Background: an optimization exercise with open tools, aiming at small area, a short achievable clock period and few clock cycles per item. Do not read the settings as production practice. No run shown here included a check of the RTL's function; only the layout flow was run.

## flow/design.v (module list and top-level ports; edited modules follow where they fit)
// module julia_pixel_engine: 2861 lines
module julia_pixel_engine #(
  parameter int H_RES    = 640,
  parameter int V_RES    = 480,
  parameter int MAX_ITER = 255,
  parameter int FRAC     = 12
) (
  input  logic        clk,
  input  logic        reset_n,
  input  logic        start,
  input  logic        abort,
  input  logic [15:0] c_re,
  input  logic [15:0] c_im,
  input  logic [15:0] re_start,
  input  logic [15:0] im_start,
  input  logic [15:0] step,
  output logic        draw,
  input  logic        draw_ready,
  output logic [9:0]  x,
  output logic [9:0]  y,
  output logic [7:0]  i,
  output logic        busy,
  output logic        frame_done
);
  // ...
==> flow/flow/run.sh <==
#!/bin/bash
# Standard ORFS layout (the standard.sh, unchanged synthesis), with the resizer's
# setup repair aimed below the clock period: repair_timing gets a setup margin so that
# it keeps improving paths after the 11 ns constraint is met. The make output goes to
# flow_standard.log here; ORFS's own per-step logs are under orfs/logs.
set -euo pipefail
export SETUP_SLACK_MARGIN=7.8
bash standard.sh > flow_standard.log 2>&1
==> flow/standard.sh <==
#!/bin/bash
# synth_recipe.tcl (not shown) runs the flow's synth.tcl, then flattens the netlist and writes it again
# the make line also repeats each setting of config.mk as NAME=value (left out here)
make -C /OpenROAD-flow-scripts/flow DESIGN_CONFIG=/design/flow/config.mk WORK_HOME=/design/flow/orfs CLKGATE_MAP_FILE= SYNTH_SCRIPT=/design/flow/synth_recipe.tcl "${@:-finish}"
==> flow/config.mk <==
export PLATFORM = sky130hd
export DESIGN_NAME = julia_pixel_engine
export DESIGN_NICKNAME = julia_pixel_engine
export VERILOG_FILES = /design/flow/design.v
export SDC_FILE = /design/flow/constraint.sdc
export NUM_CORES = 4
export LEC_CHECK = 0
export CAP_MARGIN = 20
export CORE_MARGIN = 2
export CORE_UTILIZATION = 40
export PLACE_DENSITY = 0.6
export SLEW_MARGIN = 20
==> flow/constraint.sdc <==
create_clock -name core_clock -period 11.0 [get_ports {clk}]
set_input_delay 2.2000 -clock core_clock [delete_from_list [all_inputs] [get_ports {clk}]]
set_output_delay 2.2000 -clock core_clock [all_outputs]
set_load 0.01 [all_outputs]
==> results.yml, run 1 <==
run_status:
  status: "no timing/DRC/antenna violations"
worst_setup_path:
  endpoint_kind: "flip-flop"
  slowest_delay_ps: 580
  crit_path_start_kind: "flip-flop"
  worst-path-buf-inv: 2
  critPathTopFamily: "simple AND/OR/NAND/NOR gates"
  worstPathCellList: "nor4_4 > nand4_1 > a2111oi_4 > o21ai_2 > or4b_4 > nand2b_4 > clkinv_4 > ha_4 > inv_4 > ha_4 > a21o_1 > a21oi_2 > xnor2_1 > or3_1 > a21oi_1"
grt:
  grt_use_total: 0.193
  grt.met2_usage: 0.316
  grt_pass1_wl_um: 132000
  busiest_layer: "met2"
  use_met3: 0.0311
synth:
  yosysTopAreaCell: "dfxtp_1"
  seq_area_frac_synth: 0.349
  synthArstFlopShare: 0.0276
  syn_area_mm2: 0.0337
  synth_nets: 3938
  synth_cells: 3413
routing:
  drc: 0
  wl_met3_um: 4690
  top_layer: "met5"
  avgRoutedWirePerCell_um: 17.7
sta:
  hold_viol_final: 0
  setup_tns_ps: 0
  timing.fmax_ghz: 0.296
  tightest_slew_ps: 1050
  post-route-period-util: 0.308
final_layout:
  fin_area_mm2: 0.0407
  largest_class: "multi-input combinational cells"
  largestRegisters: "rb (48), im3 (18), reh3 (18)"
  final_nets: 4103
  area_share_nonclk_buffers: 0.0595
place:
  gp_congestion: 0.810
  dp_cells: 4479
clock_tree:
  cts_inserted_buffers: 60
  post_cts_buffers: 70
die:
  core_mm2: 0.0836
==> run 2, diff against run 1 <==
--- a/flow/design.v
+++ b/flow/design.v
@@ -247,18 +247,17 @@
   logic [17:0]   reh3;
   logic          mp3;
   logic          cap2, cap3;     
   logic [7:0]    it3;
   logic [TW-1:0] tg3;
   logic [7:0]      rb [NRES];
   logic [NRES-1:0] rv;
   logic [TW-1:0]   tag_a, tag_e;
-  logic [TW:0]     outst;          
-  logic            ol_q;           
+  logic [NRES-1:0] sb;             
   function automatic logic in_range18(input logic [17:0] v);
     in_range18 = (v[17:13] == 5'b00000) || (v[17:13] == 5'b11111) || (v == 18'd8192);
   endfunction
   function automatic logic in_range16(input logic [15:0] v);
     in_range16 = (v[15:13] == 3'b000) || (v[15:13] == 3'b111) || (v == 16'd8192);
   endfunction
   function automatic logic [TW-1:0] tag_inc(input logic [TW-1:0] t);
     tag_inc = (t == TW'(NRES - 1)) ? '0 : t + 1'b1;
@@ -2510,34 +2509,32 @@
   wire btwo7_n = assign_px ? ((1'b0 & ~1'b0 & ~ui_p[13]) | (~1'b0 & 1'b0 & ui_p[13])) : ((1'b0 & ~1'b0 & ~ui_u[13]) | (~1'b0 & 1'b0 & ui_u[13]));
   wire bneg7_n = assign_px ? si_p : si_u;
   wire bnegx7_n = assign_px ? (si_p ^ (sr_p & ((1'b0 ^ ui_p[13]) | ((1'b0 & ~1'b0 & ~ui_p[13]) | (~1'b0 & 1'b0 & ui_p[13]))))) : (si_u ^ (sr_u & ((1'b0 ^ ui_u[13]) | ((1'b0 & ~1'b0 & ~ui_u[13]) | (~1'b0 & 1'b0 & ui_u[13])))));
   assign sr_n = assign_px ? sr_p : sr_u;
   assign si_n = assign_px ? si_p : si_u;
   assign ur_n = assign_px ? ur_p : ur_u;
   assign ui_n = assign_px ? ui_p : ui_u;
   assign y_free    = ~act3 | fin;
-  assign assign_px = run & y_free & (outst != (TW+1)'(NRES));
+  assign assign_px = run & y_free & ~sb[tag_a];
   assign xfer      = draw_q & draw_ready;
   assign last_xy   = (xo == X_LAST) && (yo == Y_LAST);
   assign out_load  = run & rv[tag_e] & (~draw_q | (draw_ready & ~last_xy));
-  logic [TW:0] outst_up, outst_dn;
-  assign outst_up = outst + 1'b1;
-  assign outst_dn = outst - 1'b1;
   always_ff @(posedge clk or negedge reset_n) begin
     if (!reset_n) begin
       busy_q <= 1'b0;
       busy_o <= 1'b0;
       done_q <= 1'b0;
       draw_q <= 1'b0;
       draw_o <= 1'b0;
       act1   <= 1'b0;
       act2   <= 1'b0;
       act3   <= 1'b0;
       rv     <= '0;
+      sb     <= '0;
     end else begin
       if (!busy_o)
         busy_o <= start & ~abort;
       else
         busy_o <= ~(abort | done_q);
       if (!busy_q || abort || done_q || (draw_o && draw_ready && last_xy))
         draw_o <= 1'b0;
       else if (out_load)
@@ -2547,24 +2544,26 @@
       if (!busy_q) begin
         busy_q <= start & ~abort;
         done_q <= 1'b0;
         draw_q <= 1'b0;
         act1   <= 1'b0;
         act2   <= 1'b0;
         act3   <= 1'b0;
         rv     <= '0;
+        sb     <= '0;
       end else if (abort || done_q) begin
         busy_q <= 1'b0;
         done_q <= 1'b0;
         draw_q <= 1'b0;
         act1   <= 1'b0;
         act2   <= 1'b0;
         act3   <= 1'b0;
         rv     <= '0;
+        sb     <= '0;
       end else begin
         act1 <= assign_px | (act3 & ~fin);
         act2 <= act1;
         act3 <= act2;
         if (xfer && last_xy) begin
           done_q <= 1'b1;
           draw_q <= 1'b0;
         end else if (out_load) begin
@@ -2572,16 +2571,20 @@
         end else if (xfer) begin
           draw_q <= 1'b0;
         end
         for (int k = 0; k < NRES; k++) begin
           if (act3 && fin && tg3 == TW'(k))
             rv[k] <= 1'b1;
           else if (out_load && tag_e == TW'(k))
             rv[k] <= 1'b0;
+          if (assign_px && tag_a == TW'(k))
+            sb[k] <= 1'b1;
+          else if (out_load && tag_e == TW'(k))
+            sb[k] <= 1'b0;
         end
       end
     end
   end
   always_ff @(posedge clk) begin
     if (!busy_q) begin
       cre_q  <= c_re;
       cim_q  <= c_im;
@@ -2589,39 +2592,32 @@
       step_q <= step;
       cur_re <= re_start;
       cur_im <= im_start;
       xg     <= '0;
       xo     <= '0;
       yo     <= '0;
       tag_a  <= '0;
       tag_e  <= '0;
-      outst  <= '0;
-      ol_q   <= 1'b0;
     end else begin
       if (assign_px) begin
         tag_a <= tag_inc(tag_a);
         if (xg == X_LAST) begin
           xg     <= '0;
           cur_re <= re0_q;
           cur_im <= im_step;
         end else begin
           xg     <= xg + 10'd1;
           cur_re <= re_step;
         end
       end
       if (out_load) begin
         io    <= rb[tag_e];
         tag_e <= tag_inc(tag_e);
       end
-      ol_q <= out_load;
-      if (assign_px && !ol_q)
-        outst <= outst_up;
-      else if (ol_q && !assign_px)
-        outst <= outst_dn;
       if (xfer) begin
         if (xo == X_LAST) begin
           xo <= '0;
           yo <= yo + 10'd1;
         end else begin
           xo <= xo + 10'd1;
         end
       end
==> flow/flow/run.sh (replaced) <==
#!/bin/bash
# Standard ORFS layout (the standard.sh, unchanged synthesis), with the resizer's
# setup repair aimed below the clock period: repair_timing gets a setup margin so that
# it keeps improving paths after the 11 ns constraint is met. The make output goes to
# flow_standard.log here; ORFS's own per-step logs are under orfs/logs.
set -euo pipefail
export SETUP_SLACK_MARGIN=7.6
bash standard.sh > flow_standard.log 2>&1
==> run 2 against run 1 <==
Worst hold slack better by 2.5 ps. Global-route usage is 0.90 points lower. Core utilization is 2.0 points lower. Area after synthesis is 0.55% lower. Highest routed layer is now met4.
==> results.yml, run 2 <==
worst_setup_path:
  crit_path_start_kind: "flip-flop"
  worstPathCellList: "xnor2_2 > xnor2_2 > xor2_1 > xor2_1 > ha_1 > or3b_4 > o2111ai_4 > a21oi_4 > o211ai_1 > a21oi_4 > a21oi_4 > o31ai_4 > a31oi_4 > nor2_2 > xor2_1"
  path_class: "reg -> reg"
  crit_path_max_fanout: 4
  critPathTopFamily: "compound AO/OA/AOI/OAI gates"
  worst-path-buf-inv: 0
  r2r-start: "qa1_9$_DFF_P_"
  crit_required_ps: 11580
  endpoint_kind: "flip-flop"
  crit_path_top_delay_cell: "o31ai_4"
  reg2regPathDepth: 15
  slowest_delay_ps: 380
  rrSetupSlack_ps: 7560
  rr_endpoint: "reh3[16]$_DFF_P_"
  arrival_ps: 4020
worst_hold_path:
  min_path_cells: 0
  min_path_type: "reg -> reg"
  min_to: "tg3[0]$_DFF_P_"
  min-delay-start: "tg2[0]$_DFF_P_"
clock_tree:
  clock-root-buffer: "clkbuf_16"
  postCtsHoldBufs: 0
  insertion_delay_ps: 640
  cts_tree: "yes"
  clockBufferDepth: 3
  path_clk_slew_ps: 60
  clock_sinks: 509
  cts_inserted_buffers: 55
  cts.htree.levels: 2
routing:
  drt-total-wl_um: 79100
  avgRoutedWirePerCell_um: 17.1
  via_per_inst: 5.00
  ant_nets: 0
  drc: 0
  dr.pass1.iters: 5
  vias: 23100
  drt_first_iter_violations: 1354
die:
  dieWidth_um: 294
  start_util: 0.403
  core_mm2: 0.0833
  die_h_um: 294
  io_pins: 116
  die_area_mm2: 0.0862
  rows: 106
sta:
  skew_ps: 33.5
  setup_viol: 0
  post-route-period-util: 0.313
  slew_headroom: 0.336
  timing.fmax_ghz: 0.291
  tightest_slew_ps: 993
  report.final.slew_viol_count: 0
  hold_viol_final: 0
  holdWs_ps: 323
  rsz0062_at_grt: "yes"
  fin_crit_ps: 3440
  setup_tns_ps: 0
synth:
  synthArstFlopShare: 0.0393
  synth_ff_type: "dfxtp_1"
  synth_area_leaders: "dfxtp_1 20%, edfxtp_1 14%, fa_1 13%"
  synth_edf_count: 152
  synth_area_per_cell_um2: 9.91
  synth_top_cell_area_share: 0.201
  yosys.cell_types.count: 78
  synth_common_cells: "370 x inv_1, 337 x dfxtp_1, 323 x xnor2_1"
  seq_area_frac_synth: 0.352
  syn_area_mm2: 0.0335
  synth_seq_cells: 509
  yosysTopAreaCell: "dfxtp_1"
  synth_cells: 3383
  synth_nets: 3905
  yosysWarnings: 1
  yosysMostFrequentCell: "inv_1"
place:
  io_buffers: 115
  gp_congestion: 0.838
  dpl.hpwl_um: 57400
final_layout:
  diodes: 0
  largest_reg_flops: 48
  area_growth_pct: 16.1
  layout-drive-gt1-share: 0.124
  regMostFlops: "rb"
  layout_common_cells: "366 x inv_1, 301 x nand2_1, 291 x xnor2_1"
  final_nets: 4022
  largestRegisters: "rb (48), im3 (18), reh3 (18)"
  layout_commonest_cell: "inv_1"
grt:
  grt_use_total: 0.184
  use_met3: 0.0218
  grt_pass1_wl_um: 126000
  grt.met2_usage: 0.305
  use_met1: 0.253
  busiest_layer: "met2"
  grt_pass1_vias: 23000
  overflow: 0
  antenna_found_initial: 3
  grt_max_degree: 91
run_status:
  status: "no timing/DRC/antenna violations"
run:
  drv_cap: 0
## run 2: cell types whose count changed after synthesis, moves of 8 or more
| cell | change |
|---|---|
| a31oi_1 | -8 |
| mux2_2 | -13 |
| nor2_1 | +16 |
| o21a_1 | -11 |
| o21ai_0 | +17 |
| o21ai_1 | -21 |
## run 2: how the worst max path moves through the flow
| stage | from | to | depth (start not counted) |
|---|---|---|---|
| floorplan | draw_ready | yo[9]$_SDFFE_PN0P_ | 7 |
| global placement | draw_ready | yo[9]$_SDFFE_PN0P_ | 6 |
| detailed placement | draw_ready | yo[9]$_SDFFE_PN0P_ | 6 |
| CTS | yo[2]$_SDFFE_PN0P_ | y[2] | 1 |
| global route | qa1_9$_DFF_P_ | reh3[16]$_DFF_P_ | 15 |
| finish | qa1_9$_DFF_P_ | reh3[16]$_DFF_P_ | 15 |
## run 2: area by class of cell
class                   instances  area (um2)
fillers                      7765       44400
repair buffers                215        1840
flip-flops and latches        509       11900
inverters                     376        1420
multi-input cells            2343       20500
clock buffers                  75        1640
clock inverters                27         300
well taps                    1080        1350
## run 2: logic make-up after synthesis
kind of cell / after synthesis / synth area share
and+or+nand+nor: 830 / 0.118
buffers and inverters: 531 / 0.0606
DFF: 509 / 0.352
adders and majority gates: 496 / 0.231
xor gates and xnor gates: 481 / 0.126
AOI/OAI and AO/OA: 467 / 0.0880
muxes: 69 / 0.0251
## run 2: metal layers
| layer | vias to the layer above | share of wire |
|---|---|---|
| li1 | 11300 | - |
| met1 | 11300 | 0.46 |
| met2 | 429 | 0.47 |
| met3 | 101 | 0.040 |
| met4 | 0 | 0.026 |
| met5 | - | 0 |
## run 2: timing repair
action                                  CTS  global route
buffers inserted                         36            35
endpoints found under the setup margin  165           144
pin swaps                                20            62
resized for setup                       225           119
cloned                                    0             0
## run 2: metrics by stage
stage,instances,area [um2],util,worst slack (ps)
2_1_floorplan,3383,33600,-,7480
5_1_grt,4625,38900,0.468,7380
3_3_place_gp,4452,35700,0.428,6660
3_5_place_dp,4452,35700,0.428,6680
6_report,4625,38900,0.468,7560
4_1_cts,4590,38200,0.458,7490

## port drivers added, routing unchanged
The flow's constraints put no driver on any port. The routed layouts listed below were extracted and timed again, unchanged, in two steps. Step 1, drivers: a clkbuf_16 drives clk and a buf_2 each remaining input, both assumed. Step 2 times the ports against the registers' clock, not the clock port: input delays grow and output delays shrink by t, the midpoint of the rising clock arrivals with the driver on. a / b / c = ideal / step 1 / step 2; a / b = the first two.
run	t, ns	setup WS [ns]	worst setup path at the end	latest minus earliest clock arrival (ns)
run 1	0.697	7.617 / 7.568 / 7.271	input to register	0.022 / 0.022
run 2	0.695	7.558 / 7.554 / 7.004	input to register	0.036 / 0.036
After both steps every run listed still meets setup and hold. The setup slack of run 2, which loses most, moves by -0.004 ns with the drivers and by -0.554 ns with both steps.
